From an optimization exercise on the open Yosys and OpenROAD flow, aimed at small area, a short achievable clock period and few clock cycles; shortcuts taken in it are not production practice. Function was checked by simulation only, so behaviour that the tests miss may differ from the original. No activity file was given, so power comes from the tool's default toggle rates.

==> v7: inputs <==
// exec_core
module exec_core (
    input  wire         clk,
    input  wire         rst,
    input  wire         issue_valid,
    input  wire  [32:0] issue,         
    output logic        issue_credit,
    output logic [38:0] commit         
);
    logic [31:0] e_q, b_q;
    logic        e_v, b_v;
    logic        skip;       
    logic        xc;         
    logic [3:0]  op;
    logic [4:0]  rs1, rs2, rd;
    logic        we;
    logic [11:0] imm;
    assign op  = e_q[31:28];
    assign rs1 = e_q[27:23];
    assign rs2 = e_q[22:18];
    assign rd  = e_q[17:13];
    assign we  = e_q[12];
    assign imm = e_q[11:0];
    logic [31:0] a, b, res;
    logic        wr_en;
    register_file rf_i (
        .clk(clk), .rst(rst), .ra1(rs1), .ra2(rs2), .rd1(a), .rd2(b),
        .we(wr_en), .wa(rd), .wd(res)
    );
    logic        is_md, is_beq, inv, eq, lt;
    logic [31:0] y, sum, alu_res;
    assign is_md  = op[3];
  ...
==> flow/config.mk <==
export PLATFORM = sky130hd
export DESIGN_NAME = exec_core
export DESIGN_NICKNAME = exec_core
export VERILOG_FILES = /design/flow/design.v
export SDC_FILE = /design/flow/constraint.sdc
export NUM_CORES = 4
export LEC_CHECK = 0
export ABC_AREA = 1
export CAP_MARGIN = 20
export CORE_MARGIN = 2
export CORE_UTILIZATION = 55
export SLEW_MARGIN = 20
==> flow/constraint.sdc <==
create_clock -name core_clock -period 90.0 [get_ports {clk}]
set_input_delay 18.0000 -clock core_clock [delete_from_list [all_inputs] [get_ports {clk}]]
set_output_delay 18.0000 -clock core_clock [all_outputs]
set_load 0.01 [all_outputs]
run.sh (not shown) runs the stock make flow with config.mk's settings and CLKGATE_MAP_FILE= SYNTH_SCRIPT=/design/flow/synth_recipe.tcl, a recipe that flattens the netlist after the stock synthesis.
==> v24: changes against v7 <==
--- a/flow/design.v
+++ b/flow/design.v
@@ -47,10 +47,12 @@
     input  wire        rst,
     input  wire        run,           
     input  wire [2:0]  op,            
     input  wire [31:0] a,
     input  wire [31:0] b,
+    input  wire [31:0] add_s,         
+    input  wire        add_co,        
     output logic       last,          
     output logic [31:0] result
 );
     localparam int DK = 2;             
     localparam int DW = 32 + DK - 1;   
@@ -91,13 +93,12 @@
         endcase
     end
     mul_core mul_i (.x(mx), .w(w), .acc(st[49:0]), .acc_en(busy), .p(pm));
     assign mul_res  = (op[1:0] == 2'b00) ? pm[31:0] : pm[63:32];
     assign mul_last = (mc == 2'd0);
-    logic          d_sg, an, bn, bz, sd, one, qbit, setup;
-    logic [33:0]   a34, b34, r34;
-    logic [34:0]   t35;
+    logic          d_sg, an, bn, bz, sd, one, qbit, setup, y33, c33;
+    logic [33:0]   r34;
     logic [31:0]   ua, ub, q1, r1;
     logic [5:0]    la, lb, diff, p;
     logic [DW-1:0] dsh;
     logic [31:0]   r [DK+1];
     logic [DK-1:0] qb;
@@ -114,22 +115,21 @@
     assign an    = d_sg & a[31];
     assign bn    = d_sg & b[31];
     assign sd    = an ^ bn;                  
     assign bz    = (b == 32'd0);
     assign d_quo = !op[1];                   
-    assign a34  = {{2{an}}, a};
-    assign b34  = {{2{bn}}, b};
-    assign r34  = sd ? (a34 + b34) : (a34 - b34);
-    assign t35  = sd ? ({a34[33], a34} + {b34, 1'b0}) : ({a34[33], a34} - {b34, 1'b0});
-    assign one  = bz || (an ? (!t35[34] && (t35 != 35'd0)) : t35[34]);    
+    assign y33  = bn ^ !sd;
+    assign c33  = (an & y33) | (an & add_co) | (y33 & add_co);
+    assign r34  = {an ^ y33 ^ c33, an ^ y33 ^ add_co, add_s};
     assign qbit = an ? (r34[33] || (r34 == 34'd0)) : !r34[33];           
     assign q1   = bz ? 32'hffff_ffff : (qbit ? (sd ? 32'hffff_ffff : 32'd1) : 32'd0);
     assign r1   = (qbit && !bz) ? r34[31:0] : a;
     inc_sk32 neg_a (.v(a ^ {32{an}}), .ci(an), .s(ua));
     inc_sk32 neg_b (.v(b ^ {32{bn}}), .ci(bn), .s(ub));
     assign la    = bitlen(ua);
     assign lb    = bitlen(ub);
+    assign one   = bz || (la <= lb);        
     assign diff  = la - lb;                  
     assign p     = diff | 6'(DK - 1);
     assign dsh   = DW'(ub) << p;
     assign setup = !busy && !one;
     assign r[0] = st[31:0];
@@ -155,25 +155,23 @@
         end else begin
             busy <= run && !last;
         end
     end
     always_ff @(posedge clk) begin
-        if (run) begin
-            if (op[2]) begin
-                if (setup) begin
-                    cnt  <= p;
-                    dreg <= dsh;
-                    st   <= {32'd0, ua};
-                end else begin
-                    cnt  <= cnt - 6'(DK);
-                    dreg <= dreg >> DK;
-                    st   <= {qn, r[DK]};
-                end
+        if (op[2]) begin
+            if (setup) begin
+                cnt  <= p;
+                dreg <= dsh;
+                st   <= {32'd0, ua};
             end else begin
-                cnt <= {4'd0, mc - 2'd1};
-                st  <= {14'd0, pm[49:0]};
+                cnt  <= cnt - 6'(DK);
+                dreg <= dreg >> DK;
+                st   <= {qn, r[DK]};
             end
+        end else begin
+            cnt <= {4'd0, mc - 2'd1};
+            st  <= {14'd0, pm[49:0]};
         end
     end
 endmodule
 `default_nettype wire
 `timescale 1ns/1ps
@@ -1347,17 +1345,18 @@
     logic        wr_en;
     register_file rf_i (
         .clk(clk), .rst(rst), .ra1(rs1), .ra2(rs2), .rd1(a), .rd2(b),
         .we(wr_en), .wa(rd), .wd(res)
     );
-    logic        is_md, is_beq, inv, eq, lt;
+    logic        is_md, is_beq, inv, eq, lt, sdiff, co;
     logic [31:0] y, sum, alu_res;
     assign is_md  = op[3];
     assign is_beq = (op == 4'd7);
-    assign inv    = (op == 4'd1) || (op == 4'd5) || (op == 4'd7);   
+    assign sdiff  = !op[0] && (a[31] ^ b[31]);
+    assign inv    = (op[3:2] == 2'b11) ? !sdiff : ((op == 4'd1) || (op == 4'd5) || (op == 4'd7));
     assign y      = (op == 4'd6) ? {{20{imm[11]}}, imm} : b;
-    add_bk32 alu_add (.a(a), .b(y ^ {32{inv}}), .ci(inv), .s(sum), .co());
+    add_bk32 alu_add (.a(a), .b(y ^ {32{inv}}), .ci(inv), .s(sum), .co(co));
     assign eq     = (sum == 32'd0);
     assign lt     = (a[31] != b[31]) ? a[31] : sum[31];
     always_comb begin
         case (op[2:0])
             3'd2:    alu_res = a & b;
@@ -1371,10 +1370,11 @@
     logic        md_run, md_last;
     logic [31:0] md_res;
     assign md_run = e_v && is_md && !skip;
     mul_div_unit md_i (
         .clk(clk), .rst(rst), .run(md_run), .op(op[2:0]), .a(a), .b(b),
+        .add_s(sum), .add_co(co),
         .last(md_last), .result(md_res)
     );
     logic e_done, e_exec, e_free;
     assign e_done = e_v && (skip || !is_md || md_last);
     assign e_exec = e_done && !skip;
@@ -1387,15 +1387,13 @@
         end else begin
             commit[38] <= e_exec;
         end
     end
     always_ff @(posedge clk) begin
-        if (e_exec) begin
-            commit[37:33] <= rd;
-            commit[32]    <= we && !is_beq;
-            commit[31:0]  <= (rd == 5'd0) ? 32'd0 : res;
-        end
+        commit[37:33] <= rd;
+        commit[32]    <= we && !is_beq;
+        commit[31:0]  <= (rd == 5'd0) ? 32'd0 : res;
     end
     always_ff @(posedge clk) begin
         if (rst) begin
             skip <= 1'b0;
         end else if (e_done) begin
@@ -1415,11 +1413,11 @@
     end
     always_ff @(posedge clk) begin
         if (e_free) begin
             e_q <= b_v ? b_q : issue[31:0];
         end
-        if (issue_valid) begin
+        if (!b_v || e_free) begin
             b_q <= issue[31:0];
         end
     end
     always_ff @(posedge clk) begin
         xc           <= rst;
==> flow/flow/run.sh (new file) <==
#!/bin/bash
set -euo pipefail
bash standard.sh "BUFFER_PORTS_ARGS=-buffer_cell sky130_fd_sc_hd__buf_2" finish > standard_flow.log 2>&1
==> flow/standard.sh (new file) <==
#!/bin/bash
# synth_recipe.tcl (not shown) runs the flow's synth.tcl, then flattens the netlist and writes it again
# the make line also repeats each setting of config.mk as NAME=value (left out here)
make -C /OpenROAD-flow-scripts/flow DESIGN_CONFIG=/design/flow/config.mk WORK_HOME=/design/flow/orfs CLKGATE_MAP_FILE= SYNTH_SCRIPT=/design/flow/synth_recipe.tcl "${@:-finish}"
CORE_UTILIZATION = 45   (was 55)
CTS_CLUSTER_DIAMETER = 100   (was not set)
CTS_CLUSTER_SIZE = 20   (was not set)
removed: flow/run.sh
==> comparison table <==
| metric | v7 | v24 |
|---|---|---|
| Share of final layout cell area taken by non-clock buffers | 2.91% | 2.98% |
| Net Sw Frac | 46.2% | 48.5% |
| Placeable core area | 156000 um2 | 183000 um2 |
| Post-Synth Simple-Gate Area | 20.1% | 20.3% |
| Final period demand of the worst path | 19.74 ns | 19.22 ns |
| Number of clock buffers inserted by TritonCTS | 136 | 77 |
| Fin crit share | 21.9% | 21.4% |
| Initial DRC count | 14300 | 13800 |
| Antenna violations before repair | 29 | 36 |
| Reg-to-reg slack, setup | 73.01 ns | 73.44 ns |
| Overall die area | 160000 um2 | 187000 um2 |
| Leak Pwr | 39.4 nW | 36.9 nW |
| Delay of the slowest critical-path stage | 0.56 ns | 0.32 ns |
| Cell with the biggest individual delay on the critical path | sky130_fd_sc_hd__clkdlybuf4s50_1 | sky130_fd_sc_hd__dfxtp_1 |
| Status | complete, no violations | complete, no violations |
| Number of placed instances, taps included | 11700 | 11900 |
Testbench counts of v7, summed over its fixed seeds: cycles 15,730.
Testbench counts of v24, summed over its fixed seeds: cycles 15,744.

* * *

==> pepper: inputs <==
Another version of the RTL of exec_core (not shown whole).
Design exec_core, start of the top module:
module exec_core (
    input  wire         clk,
    input  wire         rst,
    input  wire         issue_valid,
    input  wire  [32:0] issue,         
    output logic        issue_credit,
    output logic [38:0] commit         
);
    logic [31:0] e_q, b_q;
    logic        e_v, b_v;
    logic        skip;       
    logic        xc;         
    logic [3:0]  op;
    logic [4:0]  rs1, rs2, rd;
    logic        we;
    logic [11:0] imm;
    assign op  = e_q[31:28];
    assign rs1 = e_q[27:23];
    assign rs2 = e_q[22:18];
    assign rd  = e_q[17:13];
    assign we  = e_q[12];
    assign imm = e_q[11:0];
    logic [31:0] a, b, res;
    logic        wr_en;
    register_file rf_i (
        .clk(clk), .rst(rst), .ra1(rs1), .ra2(rs2), .rd1(a), .rd2(b),
        .we(wr_en), .wa(rd), .wd(res)
    );
    logic        is_md, is_beq, inv, eq, lt, sdiff, co;
    logic [31:0] y, sum, alu_res;
    assign is_md  = op[3];
    assign is_beq = (op == 4'd7);
    assign sdiff  = !op[0] && (a[31] ^ b[31]);
    assign inv    = (op[3:2] == 2'b11) ? !sdiff : ((op == 4'd1) || (op == 4'd5) || (op == 4'd7));
    assign y      = (op == 4'd6) ? {{20{imm[11]}}, imm} : b;
    add_bk32 alu_add (.a(a), .b(y ^ {32{inv}}), .ci(inv), .s(sum), .co(co));
    assign eq     = (sum == 32'd0);
    assign lt     = (a[31] != b[31]) ? a[31] : sum[31];
    always_comb begin
        case (op[2:0])
            3'd2:    alu_res = a & b;
            3'd3:    alu_res = a | b;
            3'd4:    alu_res = a ^ b;
            3'd5:    alu_res = {31'd0, lt};
            3'd7:    alu_res = 32'd0;
            default: alu_res = sum;           
        endcase
    end
    logic        md_run, md_last;
    logic [31:0] md_res;
  ...
clock: 90.0 ns
lec_check: 0
abc_area: 1
cap_margin: 20
core_margin: 2
core_utilization: 45
slew_margin: 20
standard.sh (not shown) runs the stock make flow with config.mk's settings and CLKGATE_MAP_FILE= SYNTH_SCRIPT=/design/flow/synth_recipe.tcl, a recipe that flattens the netlist after the stock synthesis.
==> flow/flow/run.sh <==
#!/bin/bash
set -euo pipefail
bash standard.sh "BUFFER_PORTS_ARGS=-buffer_cell sky130_fd_sc_hd__buf_2" finish > standard_flow.log 2>&1
==> inputs of willow, as changes to pepper <==
--- a/flow/design.v
+++ b/flow/design.v
@@ -152,17 +152,17 @@
     always_ff @(posedge clk) begin
         if (rst) begin
             busy <= 1'b0;
         end else begin
             busy <= run && !last;
         end
     end
     always_ff @(posedge clk) begin
-        if (run) begin
+        begin
             if (op[2]) begin
                 if (setup) begin
                     cnt  <= p;
                     dreg <= dsh;
                     st   <= {32'd0, ua};
                 end else begin
                     cnt  <= cnt - 6'(DK);
                     dreg <= dreg >> DK;
@@ -1386,21 +1386,19 @@
     always_ff @(posedge clk) begin
         if (rst) begin
             commit[38] <= 1'b0;
         end else begin
             commit[38] <= e_exec;
         end
     end
     always_ff @(posedge clk) begin
-        if (e_exec) begin
-            commit[37:33] <= rd;
-            commit[32]    <= we && !is_beq;
-            commit[31:0]  <= (rd == 5'd0) ? 32'd0 : res;
-        end
+        commit[37:33] <= rd;
+        commit[32]    <= we && !is_beq;
+        commit[31:0]  <= (rd == 5'd0) ? 32'd0 : res;
     end
     always_ff @(posedge clk) begin
         if (rst) begin
             skip <= 1'b0;
         end else if (e_done) begin
             skip <= !skip && is_beq && eq;
         end
     end
@@ -1414,17 +1412,17 @@
         end else if (issue_valid) begin
             b_v <= 1'b1;
         end
     end
     always_ff @(posedge clk) begin
         if (e_free) begin
             e_q <= b_v ? b_q : issue[31:0];
         end
-        if (issue_valid) begin
+        if (!b_v || e_free) begin
             b_q <= issue[31:0];
         end
     end
     always_ff @(posedge clk) begin
         xc           <= rst;
         issue_credit <= !rst && (e_done || xc);
     end
 endmodule
==> flow/run.sh (new file) <==
#!/bin/bash
# synth_recipe.tcl (not shown) runs the flow's synth.tcl, then flattens the netlist and writes it again
# the make line also repeats each setting of config.mk as NAME=value (left out here)
make -C /OpenROAD-flow-scripts/flow DESIGN_CONFIG=/design/flow/config.mk WORK_HOME=/design/flow/orfs CLKGATE_MAP_FILE= SYNTH_SCRIPT=/design/flow/synth_recipe.tcl finish
CTS_CLUSTER_DIAMETER = 100   (was unset)
CTS_CLUSTER_SIZE = 25   (was unset)
removed: flow/flow/run.sh
removed: flow/standard.sh
==> inputs of amber, as changes to pepper <==
--- a/flow/design.v
+++ b/flow/design.v
@@ -152,17 +152,17 @@
     always_ff @(posedge clk) begin
         if (rst) begin
             busy <= 1'b0;
         end else begin
             busy <= run && !last;
         end
     end
     always_ff @(posedge clk) begin
-        if (run) begin
+        begin
             if (op[2]) begin
                 if (setup) begin
                     cnt  <= p;
                     dreg <= dsh;
                     st   <= {32'd0, ua};
                 end else begin
                     cnt  <= cnt - 6'(DK);
                     dreg <= dreg >> DK;
@@ -1386,21 +1386,19 @@
     always_ff @(posedge clk) begin
         if (rst) begin
             commit[38] <= 1'b0;
         end else begin
             commit[38] <= e_exec;
         end
     end
     always_ff @(posedge clk) begin
-        if (e_exec) begin
-            commit[37:33] <= rd;
-            commit[32]    <= we && !is_beq;
-            commit[31:0]  <= (rd == 5'd0) ? 32'd0 : res;
-        end
+        commit[37:33] <= rd;
+        commit[32]    <= we && !is_beq;
+        commit[31:0]  <= (rd == 5'd0) ? 32'd0 : res;
     end
     always_ff @(posedge clk) begin
         if (rst) begin
             skip <= 1'b0;
         end else if (e_done) begin
             skip <= !skip && is_beq && eq;
         end
     end
@@ -1414,17 +1412,17 @@
         end else if (issue_valid) begin
             b_v <= 1'b1;
         end
     end
     always_ff @(posedge clk) begin
         if (e_free) begin
             e_q <= b_v ? b_q : issue[31:0];
         end
-        if (issue_valid) begin
+        if (!b_v || e_free) begin
             b_q <= issue[31:0];
         end
     end
     always_ff @(posedge clk) begin
         xc           <= rst;
         issue_credit <= !rst && (e_done || xc);
     end
 endmodule
CTS_CLUSTER_DIAMETER = 100   (was unset)
CTS_CLUSTER_SIZE = 25   (was unset)
==> results.txt <==
	willow	amber	pepper
Status	no timing/DRC/antenna violations	no timing/DRC/antenna violations	no timing/DRC/antenna violations
Buffer count excluding the clock tree in the final layout	370	370	390
Multi-input combinational cell count	6710	6710	6795
Post-synth EDFFs	1090	1090	1195
P_seq	0.797 mW	0.798 mW	0.797 mW
Final Instance Count excl. Fillers	12035	12032	12475
Grt met1 use	0.5246	0.5365	0.5345
Peak supply drop	0.07183 mV	0.07647 mV	0.06056 mV
Die area	186800 µm²	186800 µm²	190200 µm²
Flop-to-flop setup slack	72200 ps	73460 ps	72260 ps
Fraction of post-synthesis cell area in the top cell type by area	0.3967	0.3967	0.4271
Worst setup startpoint	commit[26]	commit[22]	commit[8]
Comb pwr share	0.569	0.562	0.483
Final clock-cell share	0.02191	0.02503	0.04930
Post-synth cell types	87	87	81
Syn Std Cell Area	82510 µm²	82510 µm²	84010 µm²
Net Switching	1.294 mW	1.303 mW	1.207 mW
1st-pass router iterations	11	7	10
Instance area at placement	86920 µm²	86540 µm²	88450 µm²
Switching share of total power	0.4885	0.4870	0.4514
Internal Pwr Total	1.355 mW	1.372 mW	1.467 mW
Hold Slack	434.3 ps	418.7 ps	441.3 ps
Multi-input gate share of the layout cell area	0.4593	0.4603	0.4417
Amount of wire on met2 after detailed routing	172100 µm	172500 µm	183400 µm
Critical path destination	commit[26]	commit[22]	commit[8]
Testbench counts of pepper, summed over its fixed seeds: cycles 15,744.
Testbench counts of willow, summed over its fixed seeds: cycles 15,744.
Testbench counts of amber, summed over its fixed seeds: cycles 15,744.

[what the ideal ports hide]
In the flow no input, the clock included, has a driving cell. The finished layouts below were timed again as built, in two steps. Step 1 assumes that a clkbuf_16 drives the clock port and a buf_2 every other input. Step 2 also shifts input and output timing later by t, the mid clock arrival at the registers, as if the neighbouring blocks saw the same clock. Three values: ideal ports, drivers, drivers and shift; two values: the first two.
run | shift t [ns] | setup slack, ns | slew at the worst register clock pin (ns) | cell pins on the clock port's net
v7 | 0.915 | 70.263 / 70.174 / 70.672 | 0.08 / 0.08 | 1
v24 | 0.844 | 70.777 / 70.690 / 70.940 | 0.11 / 0.11 | 1
pepper | 0.893 | 70.657 / 70.568 / 70.840 | 0.07 / 0.07 | 1
willow | 0.895 | 70.297 / 70.213 / 70.746 | 0.12 / 0.12 | 1
amber | 0.834 | 70.781 / 70.691 / 70.934 | 0.12 / 0.12 | 1
After both steps setup and hold are still met in every run listed.
